Background: an optimization exercise with open tools, aiming at small area. Do not read the settings as production practice. No functional check of the RTL was part of any run shown here.

**design.v**
```verilog
package layer_pkg;
   typedef logic signed [16-1:0] data_t;
   typedef logic [$clog2(8)-1:0] vec_addr_t;
   typedef logic [$clog2(16)-1:0] out_idx_t;
endpackage
package layer_coef_pkg;
   localparam int WEIGHT_ENTRIES = 4 * 8 * (16 / 4);
   localparam int BIAS_ENTRIES   = 4 * (16 / 4);
   localparam logic [WEIGHT_ENTRIES*16-1:0] weight_table = {
      {
         -16'sd38,  16'sd33,  16'sd109, 16'sd24,  -16'sd3,   -16'sd45,  -16'sd19,  16'sd48,
         16'sd103,  16'sd18,  16'sd82,  -16'sd28, 16'sd101,  -16'sd64,  -16'sd108, 16'sd3,
         -16'sd18,  16'sd107, 16'sd2,   -16'sd45, -16'sd85,  16'sd22,   16'sd86,   16'sd32,
         -16'sd1,   -16'sd105, 16'sd81, 16'sd42,  16'sd45,   16'sd39,   -16'sd54,  16'sd63
      },
      {
         16'sd29,   -16'sd75, -16'sd24, 16'sd89,  -16'sd12,  -16'sd72,  16'sd114,  -16'sd15,
         -16'sd11,  -16'sd4,  -16'sd36, 16'sd105, 16'sd53,   -16'sd50,  -16'sd37,  16'sd72,
         -16'sd110, -16'sd77, 16'sd9,   16'sd71,  16'sd1,    16'sd100,  16'sd15,   -16'sd72,
         16'sd90,   16'sd84,  16'sd7,   -16'sd36, 16'sd56,   -16'sd106, 16'sd20,   16'sd22
      },
      {
         -16'sd109, -16'sd24, 16'sd30,  16'sd68,  -16'sd123, -16'sd41,  16'sd119,  16'sd31,
         16'sd54,   16'sd121, 16'sd12,  16'sd60,  -16'sd48,  16'sd3,    -16'sd37,  16'sd78,
         16'sd93,   -16'sd101, 16'sd116, -16'sd83, 16'sd31,  -16'sd49,  16'sd124,  16'sd29,
         -16'sd78,  16'sd8,   16'sd67,  16'sd81,  16'sd87,   16'sd63,   -16'sd18,  -16'sd105
      },
      {
         -16'sd2,   -16'sd5,  16'sd22,  -16'sd23, 16'sd96,   -16'sd58,  16'sd36,   -16'sd70,
         16'sd126,  16'sd113, -16'sd73, 16'sd94,  -16'sd73,  16'sd92,   -16'sd104, -16'sd98,
         -16'sd64,  -16'sd77, -16'sd4,  -16'sd9,  -16'sd113, 16'sd20,   16'sd21,   -16'sd3,
         16'sd115,  16'sd106, 16'sd14,  -16'sd126, -16'sd1,  -16'sd93,  16'sd0,    16'sd126
      }
   };
   localparam logic [BIAS_ENTRIES*16-1:0] bias_table = {
      {-16'sd70, 16'sd120, 16'sd71,  -16'sd60},
      {-16'sd47, 16'sd115, -16'sd83, 16'sd67},
      {16'sd41,  16'sd38,  -16'sd81, -16'sd106},
      {16'sd103, 16'sd83,  16'sd0,   -16'sd10}
   };
endpackage
module layer_sequencer (
   input  logic                 clk,
   input  logic                 reset,
   input  logic                 s_valid,
   input  logic                 m_ready,
   output logic                 s_ready,
   output logic                 m_valid,
   output logic                 vec_wr_en,    
   output layer_pkg::vec_addr_t pos,          
   output logic                 run,          
   output logic                 en,           
   output layer_pkg::out_idx_t  out_idx,      
   output logic [5:0]           entry_next,   
   output logic                 x_bypass      
);
   layer_pkg::vec_addr_t load_cnt;    
   logic vec_pending;    
   logic done;           
   logic fire;
   logic start;
   logic gap;            
   assign m_valid = done;
   assign fire    = done & m_ready;
   assign start = (pos[1:0] == 2'd0) && (pos[2] != out_idx[0]) && !run && (!done || fire)
                  && (out_idx != '0 || vec_pending || vec_wr_en);
   assign en    = start | run;
   assign s_ready   = (pos == load_cnt)
                      && (load_cnt != '0 || !vec_pending || (start && out_idx == 4'd15));
   assign vec_wr_en = s_ready & s_valid;
   assign gap       = (pos == load_cnt) && (load_cnt != '0) && !s_valid;
   assign x_bypass  = (pos == load_cnt) && out_idx == '0;
   layer_pkg::vec_addr_t pos_d;
   layer_pkg::out_idx_t  out_idx_d;
   logic                 finish;         
   assign finish     = run && pos[1:0] == 2'd3 && !(gap && out_idx == '0);
   assign pos_d      = reset ? '0 : pos + 1'b1;
   assign out_idx_d  = reset ? '0 : out_idx + finish;
   assign entry_next = {out_idx_d, pos_d[1:0]};
   always_ff @(posedge clk) begin
      pos     <= pos_d;
      out_idx <= out_idx_d;
   end
   always_ff @(posedge clk) begin
      if (reset) begin
         load_cnt    <= '0;
         vec_pending <= 1'b0;
         run         <= 1'b0;
         done        <= 1'b0;
      end else begin
         if (vec_wr_en)
            load_cnt <= load_cnt + 1'b1;
         if (vec_wr_en && load_cnt == 3'd7)
            vec_pending <= 1'b1;
         else if (start && out_idx == 4'd15)
            vec_pending <= 1'b0;
         if (start)
            run <= 1'b1;
         else if (run && (pos[1:0] == 2'd3 || (gap && out_idx == '0)))
            run <= 1'b0;
         if (finish)
            done <= 1'b1;
         else if (fire)
            done <= 1'b0;
      end
   end
endmodule
module mac_lane (
   input  logic                 clk,
   input  logic                 run,        
   input  logic                 en,         
   input  layer_pkg::out_idx_t  out_idx,
   input  layer_pkg::vec_addr_t pos,
   input  logic [5:0]           entry_next,    
   input  layer_pkg::data_t     x_a,
   input  layer_pkg::data_t     x_b,
   output layer_pkg::data_t     acc,
   output logic [16/4-1:1] acc_cy    
);
   localparam int ENTRIES = 16 * 4;
   logic [4*ENTRIES-1:0] a_one, a_two, a_neg, b_one, b_two, b_neg;
   logic [16*8-1:0] b_rom;
   logic [ENTRIES*8-1:0]        wa_rom, wb_rom;
   genvar i;
   generate
      for (i = 0; i < ENTRIES; i++) begin : g_w
         localparam int J  = i / 4;
         localparam int CA = (1 - J % 2) * 4 + i % 4;
         localparam int CB = (J % 2) * 4 + i % 4;
         localparam int EA = (J % 4) * 8 * (16 / 4)
                             + (J / 4) * 8 + CA;
         localparam int EB = (J % 4) * 8 * (16 / 4)
                             + (J / 4) * 8 + CB;
         localparam logic [8:0] WA = {layer_coef_pkg::weight_table[(layer_coef_pkg::WEIGHT_ENTRIES - 1 - EA) * 16 +: 8], 1'b0};
         localparam logic [8:0] WB = {layer_coef_pkg::weight_table[(layer_coef_pkg::WEIGHT_ENTRIES - 1 - EB) * 16 +: 8], 1'b0};
         assign wa_rom[i*8 +: 8] = WA[8:1];
         assign wb_rom[i*8 +: 8] = WB[8:1];
         for (genvar k = 0; k < 4; k++) begin : g_k
            assign a_one[k*ENTRIES + i] = WA[2*k+1] ^ WA[2*k];
            assign a_two[k*ENTRIES + i] = (WA[2*k+2] & ~WA[2*k+1] & ~WA[2*k]) | (~WA[2*k+2] & WA[2*k+1] & WA[2*k]);
            assign a_neg[k*ENTRIES + i] = WA[2*k+2] & ~(WA[2*k+1] & WA[2*k]);
            assign b_one[k*ENTRIES + i] = WB[2*k+1] ^ WB[2*k];
            assign b_two[k*ENTRIES + i] = (WB[2*k+2] & ~WB[2*k+1] & ~WB[2*k]) | (~WB[2*k+2] & WB[2*k+1] & WB[2*k]);
            assign b_neg[k*ENTRIES + i] = WB[2*k+2] & ~(WB[2*k+1] & WB[2*k]);
         end
      end
      for (i = 0; i < 16; i++) begin : g_b
         localparam int E = (i % 4) * (16 / 4) + i / 4;
         assign b_rom[i*8 +: 8] =
            layer_coef_pkg::bias_table[(layer_coef_pkg::BIAS_ENTRIES - 1 - E) * 16 +: 8];
      end
   endgenerate
   logic [5:0]  entry;
   logic [7:0]  bias;
   logic [15:0] addend;
   logic [3:0]  neg_a, one_a, two_a, neg_b, one_b, two_b;
   assign entry  = {out_idx, pos[1:0]};
   assign bias   = b_rom[out_idx*8 +: 8];
   assign addend = run ? acc : {{8{bias[7]}}, bias};
   logic [7:0] wa_q, wb_q;
   always_ff @(posedge clk) begin
      wa_q <= wa_rom[entry_next*8 +: 8];
      wb_q <= wb_rom[entry_next*8 +: 8];
   end
   logic [8:0] wxa, wxb;
   assign wxa = {wa_q, 1'b0};
   assign wxb = {wb_q, 1'b0};
   generate
      for (i = 0; i < 4; i++) begin : g_digit
         assign one_a[i] = wxa[2*i+1] ^ wxa[2*i];
         assign two_a[i] = (wxa[2*i+2] & ~wxa[2*i+1] & ~wxa[2*i]) | (~wxa[2*i+2] & wxa[2*i+1] & wxa[2*i]);
         assign neg_a[i] = wxa[2*i+2] & ~(wxa[2*i+1] & wxa[2*i]);
         assign one_b[i] = wxb[2*i+1] ^ wxb[2*i];
         assign two_b[i] = (wxb[2*i+2] & ~wxb[2*i+1] & ~wxb[2*i]) | (~wxb[2*i+2] & wxb[2*i+1] & wxb[2*i]);
         assign neg_b[i] = wxb[2*i+2] & ~(wxb[2*i+1] & wxb[2*i]);
      end
   endgenerate
   logic [15:0] pp_a0;
   assign pp_a0[0] = ((one_a[0] & x_a[0])) ^ neg_a[0];
   assign pp_a0[1] = ((one_a[0] & x_a[1]) | (two_a[0] & x_a[0])) ^ neg_a[0];
   assign pp_a0[2] = ((one_a[0] & x_a[2]) | (two_a[0] & x_a[1])) ^ neg_a[0];
   assign pp_a0[3] = ((one_a[0] & x_a[3]) | (two_a[0] & x_a[2])) ^ neg_a[0];
   assign pp_a0[4] = ((one_a[0] & x_a[4]) | (two_a[0] & x_a[3])) ^ neg_a[0];
   assign pp_a0[5] = ((one_a[0] & x_a[5]) | (two_a[0] & x_a[4])) ^ neg_a[0];
   assign pp_a0[6] = ((one_a[0] & x_a[6]) | (two_a[0] & x_a[5])) ^ neg_a[0];
   assign pp_a0[7] = ((one_a[0] & x_a[7]) | (two_a[0] & x_a[6])) ^ neg_a[0];
   assign pp_a0[8] = ((one_a[0] & x_a[8]) | (two_a[0] & x_a[7])) ^ neg_a[0];
   assign pp_a0[9] = ((one_a[0] & x_a[9]) | (two_a[0] & x_a[8])) ^ neg_a[0];
   assign pp_a0[10] = ((one_a[0] & x_a[10]) | (two_a[0] & x_a[9])) ^ neg_a[0];
   assign pp_a0[11] = ((one_a[0] & x_a[11]) | (two_a[0] & x_a[10])) ^ neg_a[0];
   assign pp_a0[12] = ((one_a[0] & x_a[12]) | (two_a[0] & x_a[11])) ^ neg_a[0];
   assign pp_a0[13] = ((one_a[0] & x_a[13]) | (two_a[0] & x_a[12])) ^ neg_a[0];
   assign pp_a0[14] = ((one_a[0] & x_a[14]) | (two_a[0] & x_a[13])) ^ neg_a[0];
   assign pp_a0[15] = ((one_a[0] & x_a[15]) | (two_a[0] & x_a[14])) ^ neg_a[0];
   logic [15:2] pp_a1;
   assign pp_a1[2] = ((one_a[1] & x_a[0])) ^ neg_a[1];
   assign pp_a1[3] = ((one_a[1] & x_a[1]) | (two_a[1] & x_a[0])) ^ neg_a[1];
   assign pp_a1[4] = ((one_a[1] & x_a[2]) | (two_a[1] & x_a[1])) ^ neg_a[1];
   assign pp_a1[5] = ((one_a[1] & x_a[3]) | (two_a[1] & x_a[2])) ^ neg_a[1];
   assign pp_a1[6] = ((one_a[1] & x_a[4]) | (two_a[1] & x_a[3])) ^ neg_a[1];
   assign pp_a1[7] = ((one_a[1] & x_a[5]) | (two_a[1] & x_a[4])) ^ neg_a[1];
   assign pp_a1[8] = ((one_a[1] & x_a[6]) | (two_a[1] & x_a[5])) ^ neg_a[1];
   assign pp_a1[9] = ((one_a[1] & x_a[7]) | (two_a[1] & x_a[6])) ^ neg_a[1];
   assign pp_a1[10] = ((one_a[1] & x_a[8]) | (two_a[1] & x_a[7])) ^ neg_a[1];
   assign pp_a1[11] = ((one_a[1] & x_a[9]) | (two_a[1] & x_a[8])) ^ neg_a[1];
   assign pp_a1[12] = ((one_a[1] & x_a[10]) | (two_a[1] & x_a[9])) ^ neg_a[1];
   assign pp_a1[13] = ((one_a[1] & x_a[11]) | (two_a[1] & x_a[10])) ^ neg_a[1];
   assign pp_a1[14] = ((one_a[1] & x_a[12]) | (two_a[1] & x_a[11])) ^ neg_a[1];
   assign pp_a1[15] = ((one_a[1] & x_a[13]) | (two_a[1] & x_a[12])) ^ neg_a[1];
   logic [15:4] pp_a2;
   assign pp_a2[4] = ((one_a[2] & x_a[0])) ^ neg_a[2];
   assign pp_a2[5] = ((one_a[2] & x_a[1]) | (two_a[2] & x_a[0])) ^ neg_a[2];
   assign pp_a2[6] = ((one_a[2] & x_a[2]) | (two_a[2] & x_a[1])) ^ neg_a[2];
   assign pp_a2[7] = ((one_a[2] & x_a[3]) | (two_a[2] & x_a[2])) ^ neg_a[2];
   assign pp_a2[8] = ((one_a[2] & x_a[4]) | (two_a[2] & x_a[3])) ^ neg_a[2];
   assign pp_a2[9] = ((one_a[2] & x_a[5]) | (two_a[2] & x_a[4])) ^ neg_a[2];
   assign pp_a2[10] = ((one_a[2] & x_a[6]) | (two_a[2] & x_a[5])) ^ neg_a[2];
   assign pp_a2[11] = ((one_a[2] & x_a[7]) | (two_a[2] & x_a[6])) ^ neg_a[2];
   assign pp_a2[12] = ((one_a[2] & x_a[8]) | (two_a[2] & x_a[7])) ^ neg_a[2];
   assign pp_a2[13] = ((one_a[2] & x_a[9]) | (two_a[2] & x_a[8])) ^ neg_a[2];
   assign pp_a2[14] = ((one_a[2] & x_a[10]) | (two_a[2] & x_a[9])) ^ neg_a[2];
   assign pp_a2[15] = ((one_a[2] & x_a[11]) | (two_a[2] & x_a[10])) ^ neg_a[2];
   logic [15:6] pp_a3;
   assign pp_a3[6] = ((one_a[3] & x_a[0])) ^ neg_a[3];
   assign pp_a3[7] = ((one_a[3] & x_a[1]) | (two_a[3] & x_a[0])) ^ neg_a[3];
   assign pp_a3[8] = ((one_a[3] & x_a[2]) | (two_a[3] & x_a[1])) ^ neg_a[3];
   assign pp_a3[9] = ((one_a[3] & x_a[3]) | (two_a[3] & x_a[2])) ^ neg_a[3];
   assign pp_a3[10] = ((one_a[3] & x_a[4]) | (two_a[3] & x_a[3])) ^ neg_a[3];
   assign pp_a3[11] = ((one_a[3] & x_a[5]) | (two_a[3] & x_a[4])) ^ neg_a[3];
   assign pp_a3[12] = ((one_a[3] & x_a[6]) | (two_a[3] & x_a[5])) ^ neg_a[3];
   assign pp_a3[13] = ((one_a[3] & x_a[7]) | (two_a[3] & x_a[6])) ^ neg_a[3];
   assign pp_a3[14] = ((one_a[3] & x_a[8]) | (two_a[3] & x_a[7])) ^ neg_a[3];
   assign pp_a3[15] = ((one_a[3] & x_a[9]) | (two_a[3] & x_a[8])) ^ neg_a[3];
   logic [15:0] pp_b0;
   assign pp_b0[0] = ((one_b[0] & x_b[0])) ^ neg_b[0];
   assign pp_b0[1] = ((one_b[0] & x_b[1]) | (two_b[0] & x_b[0])) ^ neg_b[0];
   assign pp_b0[2] = ((one_b[0] & x_b[2]) | (two_b[0] & x_b[1])) ^ neg_b[0];
   assign pp_b0[3] = ((one_b[0] & x_b[3]) | (two_b[0] & x_b[2])) ^ neg_b[0];
   assign pp_b0[4] = ((one_b[0] & x_b[4]) | (two_b[0] & x_b[3])) ^ neg_b[0];
   assign pp_b0[5] = ((one_b[0] & x_b[5]) | (two_b[0] & x_b[4])) ^ neg_b[0];
   assign pp_b0[6] = ((one_b[0] & x_b[6]) | (two_b[0] & x_b[5])) ^ neg_b[0];
   assign pp_b0[7] = ((one_b[0] & x_b[7]) | (two_b[0] & x_b[6])) ^ neg_b[0];
   assign pp_b0[8] = ((one_b[0] & x_b[8]) | (two_b[0] & x_b[7])) ^ neg_b[0];
   assign pp_b0[9] = ((one_b[0] & x_b[9]) | (two_b[0] & x_b[8])) ^ neg_b[0];
   assign pp_b0[10] = ((one_b[0] & x_b[10]) | (two_b[0] & x_b[9])) ^ neg_b[0];
   assign pp_b0[11] = ((one_b[0] & x_b[11]) | (two_b[0] & x_b[10])) ^ neg_b[0];
   assign pp_b0[12] = ((one_b[0] & x_b[12]) | (two_b[0] & x_b[11])) ^ neg_b[0];
   assign pp_b0[13] = ((one_b[0] & x_b[13]) | (two_b[0] & x_b[12])) ^ neg_b[0];
   assign pp_b0[14] = ((one_b[0] & x_b[14]) | (two_b[0] & x_b[13])) ^ neg_b[0];
   assign pp_b0[15] = ((one_b[0] & x_b[15]) | (two_b[0] & x_b[14])) ^ neg_b[0];
   logic [15:2] pp_b1;
   assign pp_b1[2] = ((one_b[1] & x_b[0])) ^ neg_b[1];
   assign pp_b1[3] = ((one_b[1] & x_b[1]) | (two_b[1] & x_b[0])) ^ neg_b[1];
   assign pp_b1[4] = ((one_b[1] & x_b[2]) | (two_b[1] & x_b[1])) ^ neg_b[1];
   assign pp_b1[5] = ((one_b[1] & x_b[3]) | (two_b[1] & x_b[2])) ^ neg_b[1];
   assign pp_b1[6] = ((one_b[1] & x_b[4]) | (two_b[1] & x_b[3])) ^ neg_b[1];
   assign pp_b1[7] = ((one_b[1] & x_b[5]) | (two_b[1] & x_b[4])) ^ neg_b[1];
   assign pp_b1[8] = ((one_b[1] & x_b[6]) | (two_b[1] & x_b[5])) ^ neg_b[1];
   assign pp_b1[9] = ((one_b[1] & x_b[7]) | (two_b[1] & x_b[6])) ^ neg_b[1];
   assign pp_b1[10] = ((one_b[1] & x_b[8]) | (two_b[1] & x_b[7])) ^ neg_b[1];
   assign pp_b1[11] = ((one_b[1] & x_b[9]) | (two_b[1] & x_b[8])) ^ neg_b[1];
   assign pp_b1[12] = ((one_b[1] & x_b[10]) | (two_b[1] & x_b[9])) ^ neg_b[1];
   assign pp_b1[13] = ((one_b[1] & x_b[11]) | (two_b[1] & x_b[10])) ^ neg_b[1];
   assign pp_b1[14] = ((one_b[1] & x_b[12]) | (two_b[1] & x_b[11])) ^ neg_b[1];
   assign pp_b1[15] = ((one_b[1] & x_b[13]) | (two_b[1] & x_b[12])) ^ neg_b[1];
   logic [15:4] pp_b2;
   assign pp_b2[4] = ((one_b[2] & x_b[0])) ^ neg_b[2];
   assign pp_b2[5] = ((one_b[2] & x_b[1]) | (two_b[2] & x_b[0])) ^ neg_b[2];
   assign pp_b2[6] = ((one_b[2] & x_b[2]) | (two_b[2] & x_b[1])) ^ neg_b[2];
   assign pp_b2[7] = ((one_b[2] & x_b[3]) | (two_b[2] & x_b[2])) ^ neg_b[2];
   assign pp_b2[8] = ((one_b[2] & x_b[4]) | (two_b[2] & x_b[3])) ^ neg_b[2];
   assign pp_b2[9] = ((one_b[2] & x_b[5]) | (two_b[2] & x_b[4])) ^ neg_b[2];
   assign pp_b2[10] = ((one_b[2] & x_b[6]) | (two_b[2] & x_b[5])) ^ neg_b[2];
   assign pp_b2[11] = ((one_b[2] & x_b[7]) | (two_b[2] & x_b[6])) ^ neg_b[2];
   assign pp_b2[12] = ((one_b[2] & x_b[8]) | (two_b[2] & x_b[7])) ^ neg_b[2];
   assign pp_b2[13] = ((one_b[2] & x_b[9]) | (two_b[2] & x_b[8])) ^ neg_b[2];
   assign pp_b2[14] = ((one_b[2] & x_b[10]) | (two_b[2] & x_b[9])) ^ neg_b[2];
   assign pp_b2[15] = ((one_b[2] & x_b[11]) | (two_b[2] & x_b[10])) ^ neg_b[2];
   logic [15:6] pp_b3;
   assign pp_b3[6] = ((one_b[3] & x_b[0])) ^ neg_b[3];
   assign pp_b3[7] = ((one_b[3] & x_b[1]) | (two_b[3] & x_b[0])) ^ neg_b[3];
   assign pp_b3[8] = ((one_b[3] & x_b[2]) | (two_b[3] & x_b[1])) ^ neg_b[3];
   assign pp_b3[9] = ((one_b[3] & x_b[3]) | (two_b[3] & x_b[2])) ^ neg_b[3];
   assign pp_b3[10] = ((one_b[3] & x_b[4]) | (two_b[3] & x_b[3])) ^ neg_b[3];
   assign pp_b3[11] = ((one_b[3] & x_b[5]) | (two_b[3] & x_b[4])) ^ neg_b[3];
   assign pp_b3[12] = ((one_b[3] & x_b[6]) | (two_b[3] & x_b[5])) ^ neg_b[3];
   assign pp_b3[13] = ((one_b[3] & x_b[7]) | (two_b[3] & x_b[6])) ^ neg_b[3];
   assign pp_b3[14] = ((one_b[3] & x_b[8]) | (two_b[3] & x_b[7])) ^ neg_b[3];
   assign pp_b3[15] = ((one_b[3] & x_b[9]) | (two_b[3] & x_b[8])) ^ neg_b[3];
   logic s1, c2, s3, c4, s5, c6, s7, c8, s9, c10, s11, c12, s13, c14, s15, c16;
   logic s17, c18, s19, s20, c21, s22, c23, s24, c25, s26, c27, s28, c29, s30, c31, s32;
   logic c33, s34, c35, s36, c37, s38, c39, s40, c41, s42, c43, s44, c45, s46, c47, s48;
   logic c49, s50, c51, s52, c53, s54, c55, s56, c57, s58, c59, s60, c61, s62, c63, s64;
   logic c65, s66, c67, s68, c69, s70, c71, s72, c73, s74, c75, s76, c77, s78, c79, s80;
   logic c81, s82, c83, s84, s85, s86, s87, c88, s89, c90, s91, c92, s93, c94, s95, c96;
   logic s97, c98, s99, c100, s101, c102, s103, c104, s105, c106, s107, c108, s109, c110, s111, c112;
   logic s113, c114, s115, c116, s117, c118, s119, c120, s121, c122, s123, c124, s125, c126, s127, c128;
   logic s129, c130, s131, c132, s133, c134, s135, c136, s137, c138, s139, s140, s141, c142, s143, c144;
   logic s145, c146, s147, c148, s149, c150, s151, c152, s153, c154, s155, c156, s157, c158, s159, c160;
   logic s161, c162, s163, c164, s165, c166, s167, c168, s169, c170, s171, s172, c173, s174, c175, s176;
   logic c177, s178, c179, s180, c181, s182, c183, s184, c185, s186, c187, s188, c189, s190, c191, s192;
   logic c193, s194, c195, s196, c197, s198, c199, s200, c201, s202;
   assign s1 = neg_a[3] ^ neg_b[3] ^ addend[6];
   assign c2 = (neg_a[3] & neg_b[3]) | (neg_a[3] & addend[6]) | (neg_b[3] & addend[6]);
   assign s3 = addend[7] ^ pp_b0[7];
   assign c4 = addend[7] & pp_b0[7];
   assign s5 = addend[8] ^ pp_b0[8];
   assign c6 = addend[8] & pp_b0[8];
   assign s7 = addend[9] ^ pp_b0[9];
   assign c8 = addend[9] & pp_b0[9];
   assign s9 = addend[10] ^ pp_b0[10];
   assign c10 = addend[10] & pp_b0[10];
   assign s11 = addend[11] ^ pp_b0[11];
   assign c12 = addend[11] & pp_b0[11];
   assign s13 = addend[12] ^ pp_b0[12];
   assign c14 = addend[12] & pp_b0[12];
   assign s15 = addend[13] ^ pp_b0[13];
   assign c16 = addend[13] & pp_b0[13];
   assign s17 = addend[14] ^ pp_b0[14];
   assign c18 = addend[14] & pp_b0[14];
   assign s19 = addend[15] ^ pp_b0[15];
   assign s20 = neg_a[1] ^ neg_b[1];
   assign c21 = neg_a[1] & neg_b[1];
   assign s22 = neg_a[2] ^ neg_b[2] ^ addend[4];
   assign c23 = (neg_a[2] & neg_b[2]) | (neg_a[2] & addend[4]) | (neg_b[2] & addend[4]);
   assign s24 = pp_b0[4] ^ pp_b1[4];
   assign c25 = pp_b0[4] & pp_b1[4];
   assign s26 = addend[5] ^ pp_b0[5] ^ pp_b1[5];
   assign c27 = (addend[5] & pp_b0[5]) | (addend[5] & pp_b1[5]) | (pp_b0[5] & pp_b1[5]);
   assign s28 = pp_b2[5] ^ pp_a0[5];
   assign c29 = pp_b2[5] & pp_a0[5];
   assign s30 = pp_b0[6] ^ pp_b1[6] ^ pp_b2[6];
   assign c31 = (pp_b0[6] & pp_b1[6]) | (pp_b0[6] & pp_b2[6]) | (pp_b1[6] & pp_b2[6]);
   assign s32 = pp_b3[6] ^ s1 ^ pp_a0[6];
   assign c33 = (pp_b3[6] & s1) | (pp_b3[6] & pp_a0[6]) | (s1 & pp_a0[6]);
   assign s34 = pp_a1[6] ^ pp_a2[6];
   assign c35 = pp_a1[6] & pp_a2[6];
   assign s36 = pp_b1[7] ^ pp_b2[7] ^ pp_b3[7];
   assign c37 = (pp_b1[7] & pp_b2[7]) | (pp_b1[7] & pp_b3[7]) | (pp_b2[7] & pp_b3[7]);
   assign s38 = c2 ^ s3 ^ pp_a0[7];
   assign c39 = (c2 & s3) | (c2 & pp_a0[7]) | (s3 & pp_a0[7]);
   assign s40 = pp_a1[7] ^ pp_a2[7] ^ pp_a3[7];
   assign c41 = (pp_a1[7] & pp_a2[7]) | (pp_a1[7] & pp_a3[7]) | (pp_a2[7] & pp_a3[7]);
   assign s42 = pp_b1[8] ^ pp_b2[8] ^ pp_b3[8];
   assign c43 = (pp_b1[8] & pp_b2[8]) | (pp_b1[8] & pp_b3[8]) | (pp_b2[8] & pp_b3[8]);
   assign s44 = c4 ^ s5 ^ pp_a0[8];
   assign c45 = (c4 & s5) | (c4 & pp_a0[8]) | (s5 & pp_a0[8]);
   assign s46 = pp_a1[8] ^ pp_a2[8] ^ pp_a3[8];
   assign c47 = (pp_a1[8] & pp_a2[8]) | (pp_a1[8] & pp_a3[8]) | (pp_a2[8] & pp_a3[8]);
   assign s48 = pp_b1[9] ^ pp_b2[9] ^ pp_b3[9];
   assign c49 = (pp_b1[9] & pp_b2[9]) | (pp_b1[9] & pp_b3[9]) | (pp_b2[9] & pp_b3[9]);
   assign s50 = c6 ^ s7 ^ pp_a0[9];
   assign c51 = (c6 & s7) | (c6 & pp_a0[9]) | (s7 & pp_a0[9]);
   assign s52 = pp_a1[9] ^ pp_a2[9] ^ pp_a3[9];
   assign c53 = (pp_a1[9] & pp_a2[9]) | (pp_a1[9] & pp_a3[9]) | (pp_a2[9] & pp_a3[9]);
   assign s54 = pp_b1[10] ^ pp_b2[10] ^ pp_b3[10];
   assign c55 = (pp_b1[10] & pp_b2[10]) | (pp_b1[10] & pp_b3[10]) | (pp_b2[10] & pp_b3[10]);
   assign s56 = c8 ^ s9 ^ pp_a0[10];
   assign c57 = (c8 & s9) | (c8 & pp_a0[10]) | (s9 & pp_a0[10]);
   assign s58 = pp_a1[10] ^ pp_a2[10] ^ pp_a3[10];
   assign c59 = (pp_a1[10] & pp_a2[10]) | (pp_a1[10] & pp_a3[10]) | (pp_a2[10] & pp_a3[10]);
   assign s60 = pp_b1[11] ^ pp_b2[11] ^ pp_b3[11];
   assign c61 = (pp_b1[11] & pp_b2[11]) | (pp_b1[11] & pp_b3[11]) | (pp_b2[11] & pp_b3[11]);
   assign s62 = c10 ^ s11 ^ pp_a0[11];
   assign c63 = (c10 & s11) | (c10 & pp_a0[11]) | (s11 & pp_a0[11]);
   assign s64 = pp_a1[11] ^ pp_a2[11] ^ pp_a3[11];
   assign c65 = (pp_a1[11] & pp_a2[11]) | (pp_a1[11] & pp_a3[11]) | (pp_a2[11] & pp_a3[11]);
   assign s66 = pp_b1[12] ^ pp_b2[12] ^ pp_b3[12];
   assign c67 = (pp_b1[12] & pp_b2[12]) | (pp_b1[12] & pp_b3[12]) | (pp_b2[12] & pp_b3[12]);
   assign s68 = c12 ^ s13 ^ pp_a0[12];
   assign c69 = (c12 & s13) | (c12 & pp_a0[12]) | (s13 & pp_a0[12]);
   assign s70 = pp_a1[12] ^ pp_a2[12] ^ pp_a3[12];
   assign c71 = (pp_a1[12] & pp_a2[12]) | (pp_a1[12] & pp_a3[12]) | (pp_a2[12] & pp_a3[12]);
   assign s72 = pp_b1[13] ^ pp_b2[13] ^ pp_b3[13];
   assign c73 = (pp_b1[13] & pp_b2[13]) | (pp_b1[13] & pp_b3[13]) | (pp_b2[13] & pp_b3[13]);
   assign s74 = c14 ^ s15 ^ pp_a0[13];
   assign c75 = (c14 & s15) | (c14 & pp_a0[13]) | (s15 & pp_a0[13]);
   assign s76 = pp_a1[13] ^ pp_a2[13] ^ pp_a3[13];
   assign c77 = (pp_a1[13] & pp_a2[13]) | (pp_a1[13] & pp_a3[13]) | (pp_a2[13] & pp_a3[13]);
   assign s78 = pp_b1[14] ^ pp_b2[14] ^ pp_b3[14];
   assign c79 = (pp_b1[14] & pp_b2[14]) | (pp_b1[14] & pp_b3[14]) | (pp_b2[14] & pp_b3[14]);
   assign s80 = c16 ^ s17 ^ pp_a0[14];
   assign c81 = (c16 & s17) | (c16 & pp_a0[14]) | (s17 & pp_a0[14]);
   assign s82 = pp_a1[14] ^ pp_a2[14] ^ pp_a3[14];
   assign c83 = (pp_a1[14] & pp_a2[14]) | (pp_a1[14] & pp_a3[14]) | (pp_a2[14] & pp_a3[14]);
   assign s84 = pp_b1[15] ^ pp_b2[15] ^ pp_b3[15];
   assign s85 = c18 ^ s19 ^ pp_a0[15];
   assign s86 = pp_a1[15] ^ pp_a2[15] ^ pp_a3[15];
   assign s87 = neg_a[0] ^ neg_b[0];
   assign c88 = neg_a[0] & neg_b[0];
   assign s89 = addend[2] ^ s20 ^ pp_b0[2];
   assign c90 = (addend[2] & s20) | (addend[2] & pp_b0[2]) | (s20 & pp_b0[2]);
   assign s91 = addend[3] ^ c21 ^ pp_b0[3];
   assign c92 = (addend[3] & c21) | (addend[3] & pp_b0[3]) | (c21 & pp_b0[3]);
   assign s93 = pp_b1[3] ^ pp_a0[3];
   assign c94 = pp_b1[3] & pp_a0[3];
   assign s95 = pp_b2[4] ^ s22 ^ s24;
   assign c96 = (pp_b2[4] & s22) | (pp_b2[4] & s24) | (s22 & s24);
   assign s97 = pp_a0[4] ^ pp_a1[4] ^ pp_a2[4];
   assign c98 = (pp_a0[4] & pp_a1[4]) | (pp_a0[4] & pp_a2[4]) | (pp_a1[4] & pp_a2[4]);
   assign s99 = c23 ^ c25 ^ s26;
   assign c100 = (c23 & c25) | (c23 & s26) | (c25 & s26);
   assign s101 = pp_a1[5] ^ pp_a2[5] ^ s28;
   assign c102 = (pp_a1[5] & pp_a2[5]) | (pp_a1[5] & s28) | (pp_a2[5] & s28);
   assign s103 = c27 ^ s30 ^ pp_a3[6];
   assign c104 = (c27 & s30) | (c27 & pp_a3[6]) | (s30 & pp_a3[6]);
   assign s105 = c29 ^ s34 ^ s32;
   assign c106 = (c29 & s34) | (c29 & s32) | (s34 & s32);
   assign s107 = c31 ^ s36 ^ c35;
   assign c108 = (c31 & s36) | (c31 & c35) | (s36 & c35);
   assign s109 = c33 ^ s38 ^ s40;
   assign c110 = (c33 & s38) | (c33 & s40) | (s38 & s40);
   assign s111 = c37 ^ s42 ^ c39;
   assign c112 = (c37 & s42) | (c37 & c39) | (s42 & c39);
   assign s113 = c41 ^ s44 ^ s46;
   assign c114 = (c41 & s44) | (c41 & s46) | (s44 & s46);
   assign s115 = c43 ^ s48 ^ c45;
   assign c116 = (c43 & s48) | (c43 & c45) | (s48 & c45);
   assign s117 = c47 ^ s50 ^ s52;
   assign c118 = (c47 & s50) | (c47 & s52) | (s50 & s52);
   assign s119 = c49 ^ s54 ^ c51;
   assign c120 = (c49 & s54) | (c49 & c51) | (s54 & c51);
   assign s121 = c53 ^ s56 ^ s58;
   assign c122 = (c53 & s56) | (c53 & s58) | (s56 & s58);
   assign s123 = c55 ^ s60 ^ c57;
   assign c124 = (c55 & s60) | (c55 & c57) | (s60 & c57);
   assign s125 = c59 ^ s62 ^ s64;
   assign c126 = (c59 & s62) | (c59 & s64) | (s62 & s64);
   assign s127 = c61 ^ s66 ^ c63;
   assign c128 = (c61 & s66) | (c61 & c63) | (s66 & c63);
   assign s129 = c65 ^ s68 ^ s70;
   assign c130 = (c65 & s68) | (c65 & s70) | (s68 & s70);
   assign s131 = c67 ^ s72 ^ c69;
   assign c132 = (c67 & s72) | (c67 & c69) | (s72 & c69);
   assign s133 = c71 ^ s74 ^ s76;
   assign c134 = (c71 & s74) | (c71 & s76) | (s74 & s76);
   assign s135 = c73 ^ s78 ^ c75;
   assign c136 = (c73 & s78) | (c73 & c75) | (s78 & c75);
   assign s137 = c77 ^ s80 ^ s82;
   assign c138 = (c77 & s80) | (c77 & s82) | (s80 & s82);
   assign s139 = c79 ^ s84 ^ c81;
   assign s140 = c83 ^ s85 ^ s86;
   assign s141 = addend[0] ^ s87;
   assign c142 = addend[0] & s87;
   assign s143 = addend[1] ^ c88 ^ pp_b0[1];
   assign c144 = (addend[1] & c88) | (addend[1] & pp_b0[1]) | (c88 & pp_b0[1]);
   assign s145 = pp_b1[2] ^ s89 ^ pp_a0[2];
   assign c146 = (pp_b1[2] & s89) | (pp_b1[2] & pp_a0[2]) | (s89 & pp_a0[2]);
   assign s147 = c90 ^ s91 ^ pp_a1[3];
   assign c148 = (c90 & s91) | (c90 & pp_a1[3]) | (s91 & pp_a1[3]);
   assign s149 = c92 ^ s95 ^ c94;
   assign c150 = (c92 & s95) | (c92 & c94) | (s95 & c94);
   assign s151 = c96 ^ s99 ^ c98;
   assign c152 = (c96 & s99) | (c96 & c98) | (s99 & c98);
   assign s153 = c100 ^ s103 ^ c102;
   assign c154 = (c100 & s103) | (c100 & c102) | (s103 & c102);
   assign s155 = c104 ^ s107 ^ c106;
   assign c156 = (c104 & s107) | (c104 & c106) | (s107 & c106);
   assign s157 = c108 ^ s111 ^ c110;
   assign c158 = (c108 & s111) | (c108 & c110) | (s111 & c110);
   assign s159 = c112 ^ s115 ^ c114;
   assign c160 = (c112 & s115) | (c112 & c114) | (s115 & c114);
   assign s161 = c116 ^ s119 ^ c118;
   assign c162 = (c116 & s119) | (c116 & c118) | (s119 & c118);
   assign s163 = c120 ^ s123 ^ c122;
   assign c164 = (c120 & s123) | (c120 & c122) | (s123 & c122);
   assign s165 = c124 ^ s127 ^ c126;
   assign c166 = (c124 & s127) | (c124 & c126) | (s127 & c126);
   assign s167 = c128 ^ s131 ^ c130;
   assign c168 = (c128 & s131) | (c128 & c130) | (s131 & c130);
   assign s169 = c132 ^ s135 ^ c134;
   assign c170 = (c132 & s135) | (c132 & c134) | (s135 & c134);
   assign s171 = c136 ^ s139 ^ c138;
   assign s172 = pp_b0[0] ^ s141;
   assign c173 = pp_b0[0] & s141;
   assign s174 = c142 ^ s143 ^ pp_a0[1];
   assign c175 = (c142 & s143) | (c142 & pp_a0[1]) | (s143 & pp_a0[1]);
   assign s176 = c144 ^ pp_a1[2] ^ s145;
   assign c177 = (c144 & pp_a1[2]) | (c144 & s145) | (pp_a1[2] & s145);
   assign s178 = s93 ^ c146 ^ s147;
   assign c179 = (s93 & c146) | (s93 & s147) | (c146 & s147);
   assign s180 = c148 ^ s97 ^ s149;
   assign c181 = (c148 & s97) | (c148 & s149) | (s97 & s149);
   assign s182 = c150 ^ s101 ^ s151;
   assign c183 = (c150 & s101) | (c150 & s151) | (s101 & s151);
   assign s184 = c152 ^ s105 ^ s153;
   assign c185 = (c152 & s105) | (c152 & s153) | (s105 & s153);
   assign s186 = s109 ^ c154 ^ s155;
   assign c187 = (s109 & c154) | (s109 & s155) | (c154 & s155);
   assign s188 = s113 ^ c156 ^ s157;
   assign c189 = (s113 & c156) | (s113 & s157) | (c156 & s157);
   assign s190 = s117 ^ c158 ^ s159;
   assign c191 = (s117 & c158) | (s117 & s159) | (c158 & s159);
   assign s192 = s121 ^ c160 ^ s161;
   assign c193 = (s121 & c160) | (s121 & s161) | (c160 & s161);
   assign s194 = s125 ^ c162 ^ s163;
   assign c195 = (s125 & c162) | (s125 & s163) | (c162 & s163);
   assign s196 = s129 ^ c164 ^ s165;
   assign c197 = (s129 & c164) | (s129 & s165) | (c164 & s165);
   assign s198 = s133 ^ c166 ^ s167;
   assign c199 = (s133 & c166) | (s133 & s167) | (c166 & s167);
   assign s200 = s137 ^ c168 ^ s169;
   assign c201 = (s137 & c168) | (s137 & s169) | (c168 & s169);
   assign s202 = s140 ^ c170 ^ s171;
   logic [15:0] op_a, op_b;
   assign op_a = {s202, s200, s198, s196, s194, s192, s190, s188, s186, s184, s182, s180, s178, s176, s174, pp_a0[0]};
   assign op_b = {c201, c199, c197, c195, c193, c191, c189, c187, c185, c183, c181, c179, c177, c175, c173, s172};
   logic [15:0] cy;
   logic [15:0] sum;
   logic [3:1] cy_out;
   assign cy[0] = 1'b0;
   assign sum[0] = op_a[0] ^ op_b[0] ^ cy[0];
   assign cy[1] = (op_a[0] & op_b[0]) | (op_a[0] & cy[0]) | (op_b[0] & cy[0]);
   assign sum[1] = op_a[1] ^ op_b[1] ^ cy[1];
   assign cy[2] = (op_a[1] & op_b[1]) | (op_a[1] & cy[1]) | (op_b[1] & cy[1]);
   assign sum[2] = op_a[2] ^ op_b[2] ^ cy[2];
   assign cy[3] = (op_a[2] & op_b[2]) | (op_a[2] & cy[2]) | (op_b[2] & cy[2]);
   assign sum[3] = op_a[3] ^ op_b[3] ^ cy[3];
   assign cy_out[1] = (op_a[3] & op_b[3]) | (op_a[3] & cy[3]) | (op_b[3] & cy[3]);
   assign cy[4] = run & acc_cy[1];
   assign sum[4] = op_a[4] ^ op_b[4] ^ cy[4];
   assign cy[5] = (op_a[4] & op_b[4]) | (op_a[4] & cy[4]) | (op_b[4] & cy[4]);
   assign sum[5] = op_a[5] ^ op_b[5] ^ cy[5];
   assign cy[6] = (op_a[5] & op_b[5]) | (op_a[5] & cy[5]) | (op_b[5] & cy[5]);
   assign sum[6] = op_a[6] ^ op_b[6] ^ cy[6];
   assign cy[7] = (op_a[6] & op_b[6]) | (op_a[6] & cy[6]) | (op_b[6] & cy[6]);
   assign sum[7] = op_a[7] ^ op_b[7] ^ cy[7];
   assign cy_out[2] = (op_a[7] & op_b[7]) | (op_a[7] & cy[7]) | (op_b[7] & cy[7]);
   assign cy[8] = run & acc_cy[2];
   assign sum[8] = op_a[8] ^ op_b[8] ^ cy[8];
   assign cy[9] = (op_a[8] & op_b[8]) | (op_a[8] & cy[8]) | (op_b[8] & cy[8]);
   assign sum[9] = op_a[9] ^ op_b[9] ^ cy[9];
   assign cy[10] = (op_a[9] & op_b[9]) | (op_a[9] & cy[9]) | (op_b[9] & cy[9]);
   assign sum[10] = op_a[10] ^ op_b[10] ^ cy[10];
   assign cy[11] = (op_a[10] & op_b[10]) | (op_a[10] & cy[10]) | (op_b[10] & cy[10]);
   assign sum[11] = op_a[11] ^ op_b[11] ^ cy[11];
   assign cy_out[3] = (op_a[11] & op_b[11]) | (op_a[11] & cy[11]) | (op_b[11] & cy[11]);
   assign cy[12] = run & acc_cy[3];
   assign sum[12] = op_a[12] ^ op_b[12] ^ cy[12];
   assign cy[13] = (op_a[12] & op_b[12]) | (op_a[12] & cy[12]) | (op_b[12] & cy[12]);
   assign sum[13] = op_a[13] ^ op_b[13] ^ cy[13];
   assign cy[14] = (op_a[13] & op_b[13]) | (op_a[13] & cy[13]) | (op_b[13] & cy[13]);
   assign sum[14] = op_a[14] ^ op_b[14] ^ cy[14];
   assign cy[15] = (op_a[14] & op_b[14]) | (op_a[14] & cy[14]) | (op_b[14] & cy[14]);
   assign sum[15] = op_a[15] ^ op_b[15] ^ cy[15];
   always_ff @(posedge clk)
      if (en) begin
         acc    <= sum;
         acc_cy <= cy_out;
      end
endmodule
module mac_array (
   input  logic                 clk,
   input  logic                 vec_wr_en,
   input  logic                 x_bypass,
   input  layer_pkg::data_t     data_in,
   input  layer_pkg::vec_addr_t pos,
   input  logic                 run,
   input  logic                 en,
   input  layer_pkg::out_idx_t  out_idx,
   input  logic [5:0]           entry_next,
   output layer_pkg::data_t     acc,
   output logic [16/4-1:1] acc_cy
);
   layer_pkg::data_t ring [0:8-1];
   always_ff @(posedge clk) begin
      for (int k = 0; k < 8 - 1; k++)
         ring[k] <= ring[k+1];
      ring[8-1] <= vec_wr_en ? data_in : ring[0];
   end
   mac_lane u_lane (
      .clk     (clk),
      .run     (run),
      .en      (en),
      .out_idx (out_idx),
      .pos     (pos),
      .entry_next (entry_next),
      .x_a     (x_bypass ? data_in : ring[0]),    
      .x_b     (ring[8/2]),           
      .acc     (acc),
      .acc_cy  (acc_cy)
   );
endmodule
module result_buffer (
   input  layer_pkg::data_t acc,
   input  logic [16/4-1:1] acc_cy,
   output layer_pkg::data_t data_out
);
   localparam int NSEG = 16 / 4;
   logic [16-1:0] carries;
   layer_pkg::data_t         result;
   always_comb begin
      carries = '0;
      for (int k = 1; k < NSEG; k++)
         carries[k*4] = acc_cy[k];
   end
   assign result   = acc + carries;
   assign data_out = result[16-1] ? '0 : result;
endmodule
module layer_top (
   input  logic             clk,
   input  logic             reset,
   input  logic             s_valid,
   input  logic             m_ready,
   input  layer_pkg::data_t data_in,
   output logic             s_ready,
   output logic             m_valid,
   output layer_pkg::data_t data_out
);
   logic                 vec_wr_en;
   logic                 x_bypass;
   layer_pkg::vec_addr_t pos;
   logic                 run, en;
   layer_pkg::out_idx_t  out_idx;
   logic [5:0]           entry_next;
   layer_pkg::data_t     acc;
   logic [16/4-1:1] acc_cy;
   layer_sequencer u_sequencer (
      .clk       (clk),
      .reset     (reset),
      .s_valid   (s_valid),
      .m_ready   (m_ready),
      .s_ready   (s_ready),
      .m_valid   (m_valid),
      .vec_wr_en (vec_wr_en),
      .pos       (pos),
      .run       (run),
      .en        (en),
      .out_idx   (out_idx),
      .entry_next(entry_next),
      .x_bypass  (x_bypass)
   );
   mac_array u_mac_array (
      .clk       (clk),
      .vec_wr_en (vec_wr_en),
      .x_bypass  (x_bypass),
      .data_in   (data_in),
      .pos       (pos),
      .run       (run),
      .en        (en),
      .out_idx   (out_idx),
      .entry_next(entry_next),
      .acc       (acc),
      .acc_cy    (acc_cy)
   );
   result_buffer u_result_buffer (
      .acc      (acc),
      .acc_cy   (acc_cy),
      .data_out (data_out)
   );
endmodule
```
**run.sh**
```bash
#!/bin/bash
# synth_recipe.tcl (not shown) runs the flow's synth.tcl, then flattens the netlist and writes it again
# the make line also repeats each setting of config.mk as NAME=value (left out here)
make -C /OpenROAD-flow-scripts/flow DESIGN_CONFIG=/design/flow/config.mk WORK_HOME=/design/flow/orfs CLKGATE_MAP_FILE= SYNTH_SCRIPT=/design/flow/synth_recipe.tcl finish
```
**config.mk**
```make
export PLATFORM = sky130hd
export DESIGN_NAME = layer_top
export DESIGN_NICKNAME = layer_top
export VERILOG_FILES = /design/flow/design.v
export SDC_FILE = /design/flow/constraint.sdc
export NUM_CORES = 4
export LEC_CHECK = 0
export CAP_MARGIN = 20
export CORE_MARGIN = 2
export CORE_UTILIZATION = 40
export SLEW_MARGIN = 20
```
**constraint.sdc**
```tcl
create_clock -name core_clock -period 7.0 [get_ports {clk}]
set_input_delay 1.4000 -clock core_clock [delete_from_list [all_inputs] [get_ports {clk}]]
set_output_delay 1.4000 -clock core_clock [all_outputs]
set_load 0.01 [all_outputs]
```
==> metrics.md, run 1 <==
| Metric | Value |
|---|---|
| Status | timing/DRC/antenna clean |
| Hpwl dp | 23030 um |
| Syn_nets | ~1.4k |
| Worst-path cell chain | clkdlybuf4s50_1, mux2_2, a22oi_1, xor2_1, fa_1, fa_1, fa_1, inv_1, fa_1, inv_1, fa_1, fa_1, fa_1, xnor2_1, xnor2_1, xnor2_1, xnor3_1, xnor2_1, xnor3_1 |
| Hold Path Cell Cnt | 0 |
| FILL cells | 2791 |
| Post-Route Setup TNS | 0 ps |
| Die width | 175.9 um |
| Mean routed wirelength per cell | 18.55 um |
| Clock Tree Buf Depth | 2 |
| Slowest CP cell | fa_1 |
| Met2 Usage GRT | 32.60% |
| Rel. slew slack | 38.52% |
| Clk slew on worst S/H paths | 70 ps |
| Yosys warns | 8 |
| Worst path most repeated cell | fa_1 |
| Kind of critical path | in2reg |
| HP Class | reg2reg |
| Total global-route track usage | 20.45% |
| Grt met1 use | 27.94% |
| Top_reg_cell synth | dfxtp_1 |
| Global-route wire length before repair | 49210 um |
| Final Max Slew Viols | 0 |
| Layout Area Growth over Synthesis | 12.29% |
| Top area cells in the synthesized netlist | dfxtp_1 27%, fa_1 16%, xnor2_1 5.7% |
| Reg2reg setup slack | around 400 ps |
| HP Start | u_mac_array.ring[2][14]$_DFF_P_ |
| Max cap viols | 0 |
| First-pass iteration count of the detailed router | 5 |
| CP Buf/Inv Count | 3 |
| #FFs+latches synth | 176 |
| Hold Violations, Final | 0 |
| Number of global-route vias before repair | 8820 |
| Routability cong. | 0.9367 |
| Setup-failing EPs final | 0 |
| DIE AREA | approximately 0.031 mm^2 |
| Tmin final | 6706 ps |
| Area of the multi-input gates | 0.007221 mm^2 |
| Busiest layer in global routing | met2 |
| Final instance area | 0.01328 mm^2 |
| Post-DP Area | 0.01269 mm^2 |
| Syn Area/Cell | around 9.5 um^2 |
| RR Startpoint | u_sequencer.out_idx[1]$_DFF_P_ |
| Register Area | around 0.0037 mm^2 |
| Clk root buf | clkbuf_16 |
| Worst Setup Slack, final | 294.1 ps |
| Worst-Skew Late Latency | ~440 ps |
| ANT nets after route | 0 |
| Post-Place Cells | 1630 |
| Post-synthesis instance area | 0.01182 mm^2 |
| Worst path max stage delay | about 490 ps |
| CP startpoint kind | primary input |
| Starting Density | 40.86% |
| Syn Inst Count | between 1k and 1.5k |
| Slew @ Worst Pin | 918.8 ps |
| Hold_ws | 322.8 ps |
| # DRC | 0 |
| Core box area | 0.02894 mm^2 |
| Most frequent cells after synthesis | 157 x dfxtp_1, 136 x inv_1, 95 x fa_1 |
| Period Utilization, post-route | 95.80% |
| R2R depth | 25 |
| Top cell type by total area after synthesis | dfxtp_1 |
| # IOs | 38 |
| Sequential share of the synthesized area | 31.41% |
| Async S/R FF share, synth | 0% |
| Fmax achieved | 149.1 MHz |
| Largest net degree at the start of global routing | 46 |
| Layout Cells excl Fill | 1663 |
| Layout cells sized above 1 | 9.539% |
| Crit-path leading delay family | adder cells |
| CTS Buf Count | 17 |
| Gr ovfl total | 0 |
| Die height | 175.9 um |
| RSZ-0062 raised after global routing | no |
| CTS tree | built |
| # rows | 62 |
| Via density | 5.437 |
| Pre-CTS WS | -276.0 ps |
| H-tree depth | 4 |
| Yosys cell types | 64 |
| Cts repair resizes | 0 |
| CP Max Fanout | 3 |
| Initial antenna violation count | 0 |
| CP required | 7170 ps |
| IO Port Bufs | 36 |
| Leading cell type by number of instances after synthesis | dfxtp_1 |
| Clk_skew | 8.031 ps |
| Yosys top cell area share | 26.58% |
| Nets | about 1.4k |
| Global Route met3 Usage | 2.944% |
| Initial DRC count | 800 |
| Hold endpoint | u_mac_array.ring[1][14]$_DFF_P_ |
| Total number of vias | 9041 |
| Total length of routed wires | 30850 um |
| EDFF count, synth | 19 |
| Critical Path Sink Type | register |
| CTS sink cnt | 176 |
| Critical Path AT | 6880 ps |
| Diodes inserted | 0 |
| Reg2reg end | u_mac_array.u_lane.acc[15]$_DFFE_PP_ |
==> through the flow <==
stage          utilization [%]
3_5_place_dp             43.87
4_1_cts                  45.81
3_3_place_gp             43.87
2_1_floorplan                -
6_report                 45.88
5_1_grt                  45.88
==> cell type report <==
type / count / area share (%)
Multi-Input combinational cell: 842 / 54.39
Sequential cell: 176 / 27.97
Timing Repair Buffer: 90 / 5.862
Inverter: 139 / 3.930
Tap cell: 384 / 3.619
Clock buffer: 19 / 3.261
Clock inverter: 13 / 0.9614
==> layer usage <==
metal	wire, um	share of wire, %	up-vias
met4	925	3.0	0
met5	0	0	-
met2	14120	46	391
met3	2037	6.6	63
li1	-	-	4237
met1	13780	45	4350
==> logic make-up (layout without fill, tap and decap cells) <==
| kind of cell | count (synthesis) | in the layout | synth area share (%) |
|---|---|---|---|
| flops | 176 | 176 | 31.41 |
| buf+inv | 233 | 261 | 7.514 |
| mux | 52 | 52 | 4.858 |
| xor+xnor | 124 | 124 | 9.419 |
| simple gates | 218 | 218 | 8.604 |
| fa+ha+maj | 144 | 144 | 21.27 |
| other cells | 1 | 1 | 0.03172 |
| compound gates | 303 | 303 | 16.89 |
==> timing repair <==
| action | 4_1_cts | 5_1_grt |
|---|---|---|
| setup endpoints to repair | 0 | 1 |
| setup buffers | 0 | 1 |
| hold buffers | 0 | 0 |
==> placed cells by master (no fill, tap or decap), drive strengths merged, types with 11 or more instances in the layout <==
cell type      synthesis  layout
dfxtp                157     157
inv                  137     143
fa                    95      95
nand2                 78      78
a21oi                 78      78
xnor2                 77      77
a22oi                 71      71
nor2                  65      65
o21ai                 57      57
buf                   19      54
ha                    49      49
xor2                  45      45
clkdlybuf4s50          0      36
mux2                  30      30
mux2i                 21      21
nand2b                19      19
edfxtp                19      19
clkbuf                75      19
nand3                 13      13
a211oi                13      13
a22o                  11      11
==> worst max-delay path by stage <==
| stage | slack [ps] | startpoint | cells after the start | endpoint |
|---|---|---|---|---|
| finish | 290 | data_in[8] | 19 | u_mac_array.u_lane.acc[15]$_DFFE_PP_ |
| global route | 40 | data_in[5] | 19 | u_mac_array.u_lane.acc[15]$_DFFE_PP_ |
| CTS | 80 | u_sequencer.out_idx[1]$_DFF_P_ | 23 | u_mac_array.u_lane.acc[15]$_DFFE_PP_ |
| detailed placement | -280 | data_in[8] | 19 | u_mac_array.u_lane.acc[15]$_DFFE_PP_ |
| global placement | -180 | data_in[5] | 19 | u_mac_array.u_lane.acc[15]$_DFFE_PP_ |
| floorplan | 220 | u_sequencer.out_idx[0]$_DFF_P_ | 23 | u_mac_array.u_lane.acc[15]$_DFFE_PP_ |
==> registers in the layout, indices dropped and copies added, names as in the netlist <==
signal	flops
u_sequencer.out_idx	4
u_mac_array.u_lane.wa_q	8
u_sequencer.pos	3
u_sequencer.done	1
u_mac_array.ring	128
u_sequencer.vec_pending	1
u_mac_array.u_lane.wb_q	8
u_sequencer.load_cnt	3
u_mac_array.u_lane.acc	16
u_mac_array.u_lane.acc_cy	3
u_sequencer.run	1
==> run 2: changes to the inputs <==
==> flow/run.sh (new file) <==
#!/bin/bash
# The standard layout, with the port buffers made of the platform's
# smallest plain buffer instead of the delay buffer buffer_ports picks.
# Each ORFS step keeps its own log under orfs/logs; make's output goes to
# flow_make.log here.
set -euo pipefail
bash standard.sh "BUFFER_PORTS_ARGS=-buffer_cell sky130_fd_sc_hd__buf_1" finish > flow_make.log 2>&1
==> standard.sh (new file) <==
#!/bin/bash
# synth_recipe.tcl (not shown) runs the flow's synth.tcl, then flattens the netlist and writes it again
# the make line also repeats each setting of config.mk as NAME=value (left out here)
make -C /OpenROAD-flow-scripts/flow DESIGN_CONFIG=/design/flow/config.mk WORK_HOME=/design/flow/orfs CLKGATE_MAP_FILE= SYNTH_SCRIPT=/design/flow/synth_recipe.tcl "${@:-finish}"
removed: run.sh
==> metrics.md, run 2 <==
| Metric | Value |
|---|---|
| Status | timing/DRC/antenna clean (unchanged) |
| Gr ovfl total | 0 (unchanged) |
| Syn_nets | 1415 (unchanged) |
| Clk_skew | 13.03 ps (was 8.031 ps) |
| Main combinational cell family by area after synthesis | adder cells (unchanged) |
| Post-synthesis instance area | 0.01182 mm^2 (unchanged) |
| CP startpoint kind | register (was primary input) |
| Post-Route Setup TNS | 0 ps (unchanged) |
| Slew @ Worst Pin | 924.1 ps (was 918.8 ps) |
| Rel. slew slack | 38.33% (was 38.52%) |
| H-tree depth | 4 (unchanged) |
| HP Start | u_mac_array.ring[6][4]$_DFF_P_ (was u_mac_array.ring[2][14]$_DFF_P_) |
| Die width | 175.9 um (unchanged) |
| ANT nets after route | 0 (unchanged) |
| CTS Buf Count | 17 (unchanged) |
| Post-synthesis mux area share | 4.858% (unchanged) |
| RR Startpoint | u_sequencer.out_idx[1]$_DFF_P_ (unchanged) |
| Yosys cell types | 64 (unchanged) |
| IO Port Bufs | 36 (unchanged) |
| Layout cells sized above 1 | 8.747% (was 9.539%) |
| Initial DRC count | 1040 (was 800) |
| Layout Area Growth over Synthesis | 10.32% (was 12.29%) |
| CTS Hold Bufs | 0 (unchanged) |
| Global-route wire length before repair | 48630 um (was 49210 um) |
| Most common cell after layout, fill and taps aside | dfxtp_1 (unchanged) |
| Critical Path Sink Type | register (unchanged) |
| Clock Tree Buf Depth | 2 (unchanged) |
| Worst path max stage delay | 500 ps (was 490 ps) |
| Top reg by flops | u_mac_array.ring (unchanged) |
| Hold Violations, Final | 0 (unchanged) |
| Reg2reg end | u_mac_array.u_lane.acc[15]$_DFFE_PP_ (unchanged) |
| FILL cells | 2746 (was 2791) |
| HP Class | reg2reg (unchanged) |
| Yosys top cell area share | 26.58% (unchanged) |
| Post-synthesis xor/xnor area fraction | 9.419% (unchanged) |
| Max reg flops | 128 (unchanged) |
| Syn Area/Cell | 9.451 um^2 (unchanged) |
| Via density | 5.379 (was 5.437) |
| Hpwl dp | 22730 um (was 23030 um) |
| Area of the multi-input gates | 0.007221 mm^2 (unchanged) |
| Clk root buf | clkbuf_16 (unchanged) |
| Commonest non-fill, non-tap cells in the layout | 157 x dfxtp_1, 136 x inv_1, 95 x fa_1 (unchanged) |
| Diodes inserted | 0 (unchanged) |
| Mean routed wirelength per cell | 18.44 um (was 18.55 um) |
| Number of global-route vias before repair | 8747 (was 8820) |
| Async S/R FF share, synth | 0% (unchanged) |
| Top area cells in the synthesized netlist | dfxtp_1 27%, fa_1 16%, xnor2_1 5.7% (unchanged) |
| Die height | 175.9 um (unchanged) |
| Routability cong. | 0.9368 (was 0.9367) |
| Layout Cells excl Fill | 1653 (was 1663) |
| Register Area | 0.003714 mm^2 (unchanged) |
| Reg2reg setup slack | 370 ps (was 400 ps) |
| Starting Density | 40.86% (unchanged) |
| Max cap viols | 0 (unchanged) |
| Worst path most repeated cell | fa_1 (unchanged) |
| Post-DP Area | 0.01239 mm^2 (was 0.01269 mm^2) |
| Nets | 1420 (was 1430) |
| Leading cell type by number of instances after synthesis | dfxtp_1 (unchanged) |
| Largest net degree at the start of global routing | 46 (unchanged) |
| # IOs | 38 (unchanged) |
| Sequential share of the synthesized area | 31.41% (unchanged) |
| Most frequent cells after synthesis | 157 x dfxtp_1, 136 x inv_1, 95 x fa_1 (unchanged) |
| DIE AREA | 0.03095 mm^2 (unchanged) |
| Total length of routed wires | 30480 um (was 30850 um) |
| Core box area | 0.02894 mm^2 (unchanged) |
| Final Max Slew Viols | 0 (unchanged) |
| Kind of critical path | reg2reg (was in2reg) |
| Top cell type by total area after synthesis | dfxtp_1 (unchanged) |
| Critical Path AT | 6800 ps (was 6880 ps) |
| Initial antenna violation count | 0 (unchanged) |
| CTS sink cnt | 176 (unchanged) |
| Tmin final | 6634 ps (was 6706 ps) |
| Hold endpoint | u_mac_array.ring[5][4]$_DFF_P_ (was u_mac_array.ring[1][14]$_DFF_P_) |
| Simple-gate share of the synthesized area | 8.604% (unchanged) |
| Adder-Cell Fraction of Synth Area | 21.27% (unchanged) |
| Total number of vias | 8892 (was 9041) |
| Worst-Skew Late Latency | 440 ps (about the same) |
| # rows | 62 (unchanged) |
| Period Utilization, post-route | 94.77% (was 95.80%) |
| #FFs+latches synth | 176 (unchanged) |
| Hold Path Cell Cnt | 0 (unchanged) |
| R2R depth | 25 (unchanged) |
| Setup-failing EPs final | 0 (unchanged) |
| # DRC | 0 (unchanged) |
| Hold_ws | 317.7 ps (was 322.8 ps) |
| Fmax achieved | 150.7 MHz (was 149.1 MHz) |
| Clk slew on worst S/H paths | 70 ps (about the same) |
| Synth Area in Compound Gates | 16.89% (unchanged) |
| CTS tree | built (unchanged) |
| Syn Inst Count | 1251 (unchanged) |
| Final instance area | 0.01304 mm^2 (was 0.01328 mm^2) |
| Post-Place Cells | 1620 (was 1630) |
| Yosys warns | 8 (unchanged) |
| Slowest CP cell | fa_1 (unchanged) |
| RSZ-0062 raised after global routing | no (unchanged) |
| EDFF count, synth | 19 (unchanged) |
| Largest registers | u_mac_array.ring (128), u_mac_array.u_lane.acc (16) (unchanged) |
| Top_reg_cell synth | dfxtp_1 (unchanged) |
| Total global-route track usage | 20.25% (was 20.45%) |
| First-pass iteration count of the detailed router | 6 (was 5) |
| CP Max Fanout | 13 (was 3) |
| CP required | 7170 ps (about the same) |
run 2: final cells by class:
cell class | instances | area share, %
Tap cell | 384 | 3.684
Timing Repair Buffer | 80 | 3.665
Inverter | 139 | 4.000
Multi-Input combinational cell | 842 | 55.36
Clock buffer | 21 | 3.454
Sequential cell | 176 | 28.47
Clock inverter | 11 | 1.362
run 2: metal layers:
metal  GRT usage, %  vias to the layer above  share of wire [%]
met5              0                        -                  0
met4          6.129                        0                1.4
met3          2.900                       34                6.1
met2          33.27                      343                 47
met1          27.72                     4296                 46
li1               -                     4219                  -
run 2: through the flow:
stage	util [%]	setup slack, ps
finish	45.07	365.9
global route	45.07	33.25
CTS	45.01	173.2
detailed placement	42.83	75.13
global placement	42.83	147.3
floorplan	-	217.3
run 2: cell families after synthesis:
logic type      Yosys count
fa+ha+maj               144
flops                   176
xor+xnor                124
simple gates            218
other cells               1
mux                      52
compound gates          303
buf+inv                 233
run 2: worst max path at each step:
stage                                   startpoint                              endpoint  slack (ps)  depth (start not counted)
finish              u_sequencer.out_idx[1]$_DFF_P_  u_mac_array.u_lane.acc[15]$_DFFE_PP_         370                         25
CTS                 u_sequencer.out_idx[1]$_DFF_P_  u_mac_array.u_lane.acc[15]$_DFFE_PP_         170                         24
global placement                        data_in[7]  u_mac_array.u_lane.acc[15]$_DFFE_PP_         150                         19
global route        u_sequencer.out_idx[1]$_DFF_P_  u_mac_array.u_lane.acc[15]$_DFFE_PP_          30                         25
floorplan           u_sequencer.out_idx[0]$_DFF_P_  u_mac_array.u_lane.acc[15]$_DFFE_PP_         220                         23
detailed placement                      data_in[7]  u_mac_array.u_lane.acc[15]$_DFFE_PP_          80                         19
run 2: timing repair:
action	4_1_cts	5_1_grt
setup buffers	0	1
endpoints found under the setup margin	0	1
gates resized for setup	0	0
run 2: worst max-delay path, delay by kind of cell (launching register included):
kind	cells	cell delay (ps)
fa+ha+maj	8	3280
xor+xnor	6	1240
buf+inv	6	630
simple gates	2	380
mux	2	330
flops	1	310
compound gates	1	210

## afterwards: timing with drivers on the ports
How much do the figures lean on ideal ports? The routed layouts below were timed once more, with nothing changed but the port constraints. Step 1: set_driving_cell puts a clkbuf_16 on clk and a buf_2 on each other input, an assumption about the parent block. Step 2 adds t to the input delays and takes it off the output delays; t is the mean of the earliest and latest rising clock arrival at the registers after step 1. Input paths then give back, and output paths get back, about the clock's delay inside the block. a / b / c = ideal / step 1 / step 2; a / b = the first two.
run | shift t [ns] | slack for setup (ns) | hold slack, ns | worst register clock-pin slew, ns | worst data-port slew with drivers (ns)
run 1 | 0.478 | 0.294 / 0.317 / -0.161 | 0.323 / 0.323 / 0.323 | 0.07 / 0.07 | 0.04
run 2 | 0.477 | 0.366 / 0.366 / 0.093 | 0.318 / 0.318 / 0.318 | 0.07 / 0.07 | 0.03
With both steps, setup timing fails in run 1, where it was met with ideal ports. The setup slack of run 1, which loses most, moves by +0.023 ns with the drivers and by -0.455 ns with both steps.
